This design comes from an exercise in tuning for small area, a short achievable clock period and few clock cycles per item on the open sky130 flow, not from production work. Function was checked by simulation only, so behaviour that the tests miss may differ from the original.

Setup of run a:
==> flow/design.v <==
module mul_div_unit #(
  parameter int XLEN = 32
) (
  input  logic            CLK,
  input  logic            RESET_N,
  input  logic            start,
  input  logic            flush,
  input  logic [4:0]      ALU_sel,
  input  logic [XLEN-1:0] operand1,
  input  logic [XLEN-1:0] operand2,
  output logic            is_md,
  output logic            busy,
  output logic            done,
  output logic [XLEN-1:0] result
);
  typedef enum logic [2:0] {S_IDLE, S_MUL, S_DPREP, S_DIV, S_FIX, S_DONE} state_t;
  state_t       r_state;
  logic [2:0]   r_op;
  logic         r_neg_q;      
  logic         r_neg_r;      
  logic [32:0]  r_x;          
  logic [32:0]  r_y;          
  logic [63:0]  r_acc;        
  logic [4:0]   r_cnt;        
  logic [11:0]  r_bs;         
  logic [1:0]   r_dlt;        
  logic [31:0]  r_result;
  assign is_md = (ALU_sel[4:3] == 2'b01);
  wire w_accept = (r_state == S_IDLE) && start && is_md && !flush;
  wire w_sa = !(ALU_sel[1] & ALU_sel[0]);
  wire w_sb = !ALU_sel[1];
  wire [32:0] w_a_ext = {w_sa & operand1[31], operand1};
  wire [32:0] w_b_ext = {w_sb & operand2[31], operand2};
  function automatic logic [3:0] chunks(input logic [32:0] v);
    chunks[0] = !((&v[32:7])  | ~(|v[32:7]));
    chunks[1] = !((&v[32:15]) | ~(|v[32:15]));
    chunks[2] = !((&v[32:23]) | ~(|v[32:23]));
    chunks[3] = !((&v[32:31]) | ~(|v[32:31]));
  endfunction
  wire [3:0] w_ta = chunks(w_a_ext);
  wire [3:0] w_tb = chunks(w_b_ext);
  wire       w_swap = |(w_tb & ~w_ta);           
  wire        w_dsgn  = !ALU_sel[0];
  wire        w_neg_a = w_dsgn & operand1[31];
  wire        w_neg_b = w_dsgn & operand2[31];
  wire [31:0] w_abs_a = w_neg_a ? (~operand1 + 32'd1) : operand1;
  wire [31:0] w_abs_b = w_neg_b ? (~operand2 + 32'd1) : operand2;
  function automatic logic [5:0] lzc(input logic [31:0] v);
    lzc = 6'd32;
    for (int i = 0; i < 32; i++) if (v[i]) lzc = 6'(31 - i);
  endfunction
  function automatic logic [31:0] smear(input logic [31:0] v);    
    smear = v | (v >> 1);
    smear = smear | (smear >> 2);
    smear = smear | (smear >> 4);
    smear = smear | (smear >> 8);
    smear = smear | (smear >> 16);
  endfunction
  wire        w_bz   = (operand2 == 32'd0);
  wire        w_qz   = ((w_abs_a & ~(smear(w_abs_b) >> 1)) == 32'd0);
  wire [5:0]  w_la   = lzc(r_acc[31:0]);
  wire [5:0]  w_lb   = lzc(r_x[31:0]);
  wire [4:0]  w_sh   = 5'(w_lb - w_la);
  function automatic logic [3:0] sgroups(input logic [32:0] v);
    logic [31:0] u;
    u = v[31:0] ^ {32{v[32]}};      
    sgroups = {3'd0, |u[31:3]}  + {3'd0, |u[31:7]}  + {3'd0, |u[31:11]} + {3'd0, |u[31:15]}
            + {3'd0, |u[31:19]} + {3'd0, |u[31:23]} + {3'd0, |u[31:27]} + {3'd0, u[31]};
  endfunction
  wire [4:0]  w_gsum   = {1'b0, sgroups(w_a_ext)} + {1'b0, sgroups(w_b_ext)};
  wire        w_hshort = (ALU_sel[1:0] != 2'b00) && (w_gsum <= 5'd6);
  wire        w_hneg = (w_a_ext[32] ^ w_b_ext[32]) && (operand1 != 32'd0) && (operand2 != 32'd0);
  function automatic logic [8:0] window(input logic [32:0] v, input logic [2:0] j);
    logic [40:0] vx;
    vx = {{7{v[32]}}, v, 1'b0};
    case (j)
      3'd0:    window = vx[8:0];
      3'd1:    window = vx[16:8];
      3'd2:    window = vx[24:16];
      3'd3:    window = vx[32:24];
      default: window = vx[40:32];
    endcase
  endfunction
  function automatic logic [2:0] count4(input logic [3:0] t);
    count4 = {2'b00, t[0]} + {2'b00, t[1]} + {2'b00, t[2]} + {2'b00, t[3]};
  endfunction
  wire [2:0] w_topa = count4(w_ta);
  wire [2:0] w_topb = count4(w_tb);
  wire [8:0] w_wina = window(w_a_ext, w_topa);
  wire [8:0] w_winb = window(w_b_ext, w_topb);
  function automatic logic [11:0] bsel(input logic [8:0] w);
    for (int i = 0; i < 4; i++) begin
      logic b2, b1, b0;
      b0 = w[2*i];
      b1 = w[2*i+1];
      b2 = w[2*i+2];
      bsel[3*i]   = b1 ^ b0;
      bsel[3*i+1] = (b2 & ~b1 & ~b0) | (~b2 & b1 & b0);
      bsel[3*i+2] = b2;
    end
  endfunction
  logic [41:0] w_pp [4];
  logic [3:0]  w_neg;
  always_comb begin
    for (int i = 0; i < 4; i++) begin
      logic b2, one, two;
      logic [33:0] mag, p;
      one = r_bs[3*i];
      two = r_bs[3*i+1];
      b2  = r_bs[3*i+2];
      mag = one ? {r_x[32], r_x} : (two ? {r_x, 1'b0} : 34'd0);
      p   = b2 ? ~mag : mag;
      w_neg[i] = b2;
      w_pp[i]  = {{8{p[33]}}, p} << (2*i);
    end
  end
  wire [41:0] w_low = {2'b01, r_acc[31:0], 8'd0} + w_pp[0] + w_pp[1] + w_pp[2] + w_pp[3]
                    + {35'd0, w_neg[3], 1'b0, w_neg[2], 1'b0, w_neg[1], 1'b0, w_neg[0]};
  function automatic logic [23:0] adj24(input logic [23:0] v, input logic [1:0] d);
    adj24 = d[1] ? (v + 24'd1) : (d[0] ? (v - 24'd1) : v);
  endfunction
  wire [15:0] w_up16   = r_dlt[1] ? (r_acc[55:40] + 16'd1) : (r_dlt[0] ? (r_acc[55:40] - 16'd1) : r_acc[55:40]);
  wire [63:0] w_acc_nx = {w_up16, r_acc[39:32], w_low[39:0]};
  wire [1:0]  w_dlt_nx = {w_low[41], !w_low[41] && !w_low[40]};
  wire [31:0] w_hi     = {adj24(r_acc[63:40], r_dlt), r_acc[39:32]};
  wire [31:0] w_ra   = r_acc[31:0];
  wire [31:0] w_d0  = r_x[31:0];
  wire [31:0] w_d1  = {1'b0, r_x[31:1]};
  wire [32:0] w_s0  = {1'b0, w_ra} - {1'b0, w_d0};
  wire        w_q0  = !w_s0[32];
  wire [31:0] w_r0  = w_q0 ? w_s0[31:0] : w_ra;
  wire [32:0] w_s1  = {1'b0, w_r0} - {1'b0, w_d1};
  wire        w_q1  = !w_s1[32];
  wire [31:0] w_r1  = w_q1 ? w_s1[31:0] : w_r0;
  wire        w_one = (r_cnt == 5'd0);                  
  wire        w_last = (r_cnt[4:1] == 4'd0);
  wire [31:0] w_rem_nx = w_one ? w_r0 : w_r1;
  wire [31:0] w_quo_nx = w_one ? {r_acc[62:32], w_q0} : {r_acc[61:32], w_q0, w_q1};
  wire        w_div_neg = r_op[1] ? r_neg_r : r_neg_q;
  wire        w_lo      = r_op[2] ? r_op[1] : (r_op[1:0] == 2'b00);
  wire [31:0] w_sel     = w_lo ? r_acc[31:0] : w_hi;
  wire [31:0] w_fix_res = ~w_sel + 32'd1;
  always_ff @(posedge CLK or negedge RESET_N) begin
    if (!RESET_N) begin
      r_state  <= S_IDLE;
      r_result <= '0;
    end else begin
      case (r_state)
        S_IDLE:  if (w_accept) begin
                   if (!ALU_sel[2])        r_state <= w_hshort ? S_DONE : S_MUL;
                   else if (w_bz || w_qz)  r_state <= (ALU_sel[1] && w_neg_a) ? S_FIX : S_DONE;
                   else                    r_state <= S_DPREP;
                 end
        S_MUL:   if (flush) r_state <= S_IDLE;
                 else if (r_cnt[2:0] == 3'd0) r_state <= S_DONE;
        S_DPREP: if (flush) r_state <= S_IDLE;
                 else r_state <= S_DIV;
        S_DIV:   if (flush) r_state <= S_IDLE;
                 else if (w_last) r_state <= w_div_neg ? S_FIX : S_DONE;
        S_FIX:   if (flush) r_state <= S_IDLE;
                 else r_state <= S_DONE;
        S_DONE: begin
          r_state  <= S_IDLE;
          r_result <= w_sel;
        end
        default: r_state <= S_IDLE;
      endcase
    end
  end
  always_ff @(posedge CLK) begin
    case (r_state)
      S_IDLE: if (w_accept) begin
        r_op    <= ALU_sel[2:0];
        r_neg_q <= (w_neg_a ^ w_neg_b) && !w_bz;
        r_neg_r <= w_neg_a;
        r_x     <= ALU_sel[2] ? {1'b0, w_abs_b} : (w_swap ? w_b_ext : w_a_ext);
        r_y     <= w_swap ? w_a_ext : w_b_ext;
        r_acc   <= ALU_sel[2] ? {{32{w_bz}}, w_abs_a} : {{32{w_hshort && w_hneg}}, 32'd0};
        r_cnt   <= {2'b00, w_swap ? w_topa : w_topb};
        r_bs    <= bsel(w_swap ? w_wina : w_winb);
        r_dlt   <= 2'b00;
      end
      S_MUL: begin
        r_acc <= w_acc_nx;
        r_dlt <= w_dlt_nx;
        r_cnt <= r_cnt - 5'd1;
        r_bs  <= bsel(window(r_y, r_cnt[2:0] - 3'd1));
      end
      S_DPREP: begin
        r_x   <= {1'b0, r_x[31:0] << w_sh};
        r_cnt <= w_sh;
      end
      S_DIV: begin
        r_acc <= {w_quo_nx, w_rem_nx};
        r_x   <= {2'b00, r_x[32:2]};
        r_cnt <= r_cnt - 5'd2;
      end
      S_FIX: r_acc <= {w_fix_res, w_fix_res};
      default: ;
    endcase
  end
  assign busy   = (r_state != S_IDLE);
  assign done   = (r_state == S_DONE);
  assign result = (r_state == S_DONE) ? w_sel : r_result;
endmodule
Settings: LEC_CHECK=0, CAP_MARGIN=20, CORE_MARGIN=2, CORE_UTILIZATION=40, SETUP_SLACK_MARGIN=5, SLEW_MARGIN=20; clock period 11.0 ns.
run.sh (not shown) runs the stock make flow with config.mk's settings and CLKGATE_MAP_FILE= SYNTH_SCRIPT=/design/flow/synth_recipe.tcl, a recipe that flattens the netlist after the stock synthesis.
Testbench counts of run a, summed over its fixed seeds: cycles 9,321, ops 2,400.
> inputs changed (run a -> run b)
--- a/flow/design.v
+++ b/flow/design.v
@@ -48,28 +48,16 @@
   function automatic logic [5:0] lzc(input logic [31:0] v);
     lzc = 6'd32;
     for (int i = 0; i < 32; i++) if (v[i]) lzc = 6'(31 - i);
   endfunction
-  function automatic logic [31:0] smear(input logic [31:0] v);    
-    smear = v | (v >> 1);
-    smear = smear | (smear >> 2);
-    smear = smear | (smear >> 4);
-    smear = smear | (smear >> 8);
-    smear = smear | (smear >> 16);
-  endfunction
+  wire [5:0]  w_la   = lzc(w_abs_a);
+  wire [5:0]  w_lb   = lzc(w_abs_b);
   wire        w_bz   = (operand2 == 32'd0);
-  wire        w_qz   = ((w_abs_a & ~(smear(w_abs_b) >> 1)) == 32'd0);
-  wire [5:0]  w_la   = lzc(r_acc[31:0]);
-  wire [5:0]  w_lb   = lzc(r_x[31:0]);
+  wire        w_qz   = (w_la > w_lb);
   wire [4:0]  w_sh   = 5'(w_lb - w_la);
-  function automatic logic [3:0] sgroups(input logic [32:0] v);
-    logic [31:0] u;
-    u = v[31:0] ^ {32{v[32]}};      
-    sgroups = {3'd0, |u[31:3]}  + {3'd0, |u[31:7]}  + {3'd0, |u[31:11]} + {3'd0, |u[31:15]}
-            + {3'd0, |u[31:19]} + {3'd0, |u[31:23]} + {3'd0, |u[31:27]} + {3'd0, u[31]};
-  endfunction
-  wire [4:0]  w_gsum   = {1'b0, sgroups(w_a_ext)} + {1'b0, sgroups(w_b_ext)};
-  wire        w_hshort = (ALU_sel[1:0] != 2'b00) && (w_gsum <= 5'd6);
+  wire [5:0]  w_lsa  = lzc(w_a_ext[31:0] ^ {32{w_a_ext[32]}});
+  wire [5:0]  w_lsb  = lzc(w_b_ext[31:0] ^ {32{w_b_ext[32]}});
+  wire        w_hshort = (ALU_sel[1:0] != 2'b00) && ({1'b0, w_lsa} + {1'b0, w_lsb} >= 7'd33);
   wire        w_hneg = (w_a_ext[32] ^ w_b_ext[32]) && (operand1 != 32'd0) && (operand2 != 32'd0);
   function automatic logic [8:0] window(input logic [32:0] v, input logic [2:0] j);
     logic [40:0] vx;
     vx = {{7{v[32]}}, v, 1'b0};
@@ -175,9 +163,9 @@
         r_neg_r <= w_neg_a;
         r_x     <= ALU_sel[2] ? {1'b0, w_abs_b} : (w_swap ? w_b_ext : w_a_ext);
         r_y     <= w_swap ? w_a_ext : w_b_ext;
         r_acc   <= ALU_sel[2] ? {{32{w_bz}}, w_abs_a} : {{32{w_hshort && w_hneg}}, 32'd0};
-        r_cnt   <= {2'b00, w_swap ? w_topa : w_topb};
+        r_cnt   <= ALU_sel[2] ? w_sh : {2'b00, w_swap ? w_topa : w_topb};
         r_bs    <= bsel(w_swap ? w_wina : w_winb);
         r_dlt   <= 2'b00;
       end
       S_MUL: begin
@@ -185,12 +173,9 @@
         r_dlt <= w_dlt_nx;
         r_cnt <= r_cnt - 5'd1;
         r_bs  <= bsel(window(r_y, r_cnt[2:0] - 3'd1));
       end
-      S_DPREP: begin
-        r_x   <= {1'b0, r_x[31:0] << w_sh};
-        r_cnt <= w_sh;
-      end
+      S_DPREP: r_x <= {1'b0, r_x[31:0] << r_cnt};
       S_DIV: begin
         r_acc <= {w_quo_nx, w_rem_nx};
         r_x   <= {2'b00, r_x[32:2]};
         r_cnt <= r_cnt - 5'd2;
Results
Run b gives more depth of the critical timing path with buffers and inverters included than run a did.
Going from run a to run b, die area went up, multi-input combinational gate total went up, worst hold slack went up, clock skew did not really move.
Compared with run a, in run b global-route usage over all layers went down 1.5 points; core occupancy in the finished layout went up 2.4 points; wire length of the first global-routing pass went down about 2.4%; worst path required time went down 0.07 ns.
Run b supports a higher top clock frequency than run a.
Compared with run a, in run b number of H-tree branching levels stayed essentially flat, synthesis-to-layout area growth rose by 5.5 points, count of placed standard cells in the final layout, fillers left out rose by 4.2%.
Testbench counts of run b, summed over its fixed seeds: cycles 9,142, ops 2,400.

## separate check: timing with driven ports
The results above use ideal ports. As a check the final layouts listed here were re-extracted and re-timed, cells and wires unchanged.
Step 1 (the two cells are an assumption about what drives the block):
set clk [get_ports {CLK}]
set_driving_cell -lib_cell sky130_fd_sc_hd__clkbuf_16 $clk
set_driving_cell -lib_cell sky130_fd_sc_hd__buf_2 [delete_from_list [all_inputs] $clk]
Step 2 adds t to the input delays and takes it off the output delays; t is the mean of the earliest and latest rising clock arrival at the registers after step 1. Input paths then give back, and output paths get back, about the clock's delay inside the block.
a / b / c = ideal ports / drivers / drivers and shift; a / b = the first two.
run	t, ns	setup WS [ns]	worst setup path after step 2	worst data-port slew with drivers (ns)
run a	0.566	3.783 / 3.834 / 3.269	input to register	0.06
run b	0.583	4.532 / 4.566 / 3.984	input to register	0.04
After both steps every run listed still meets setup and hold. For run b, which loses most, drivers alone change the setup slack by +0.034 ns; drivers and shift together by -0.548 ns.
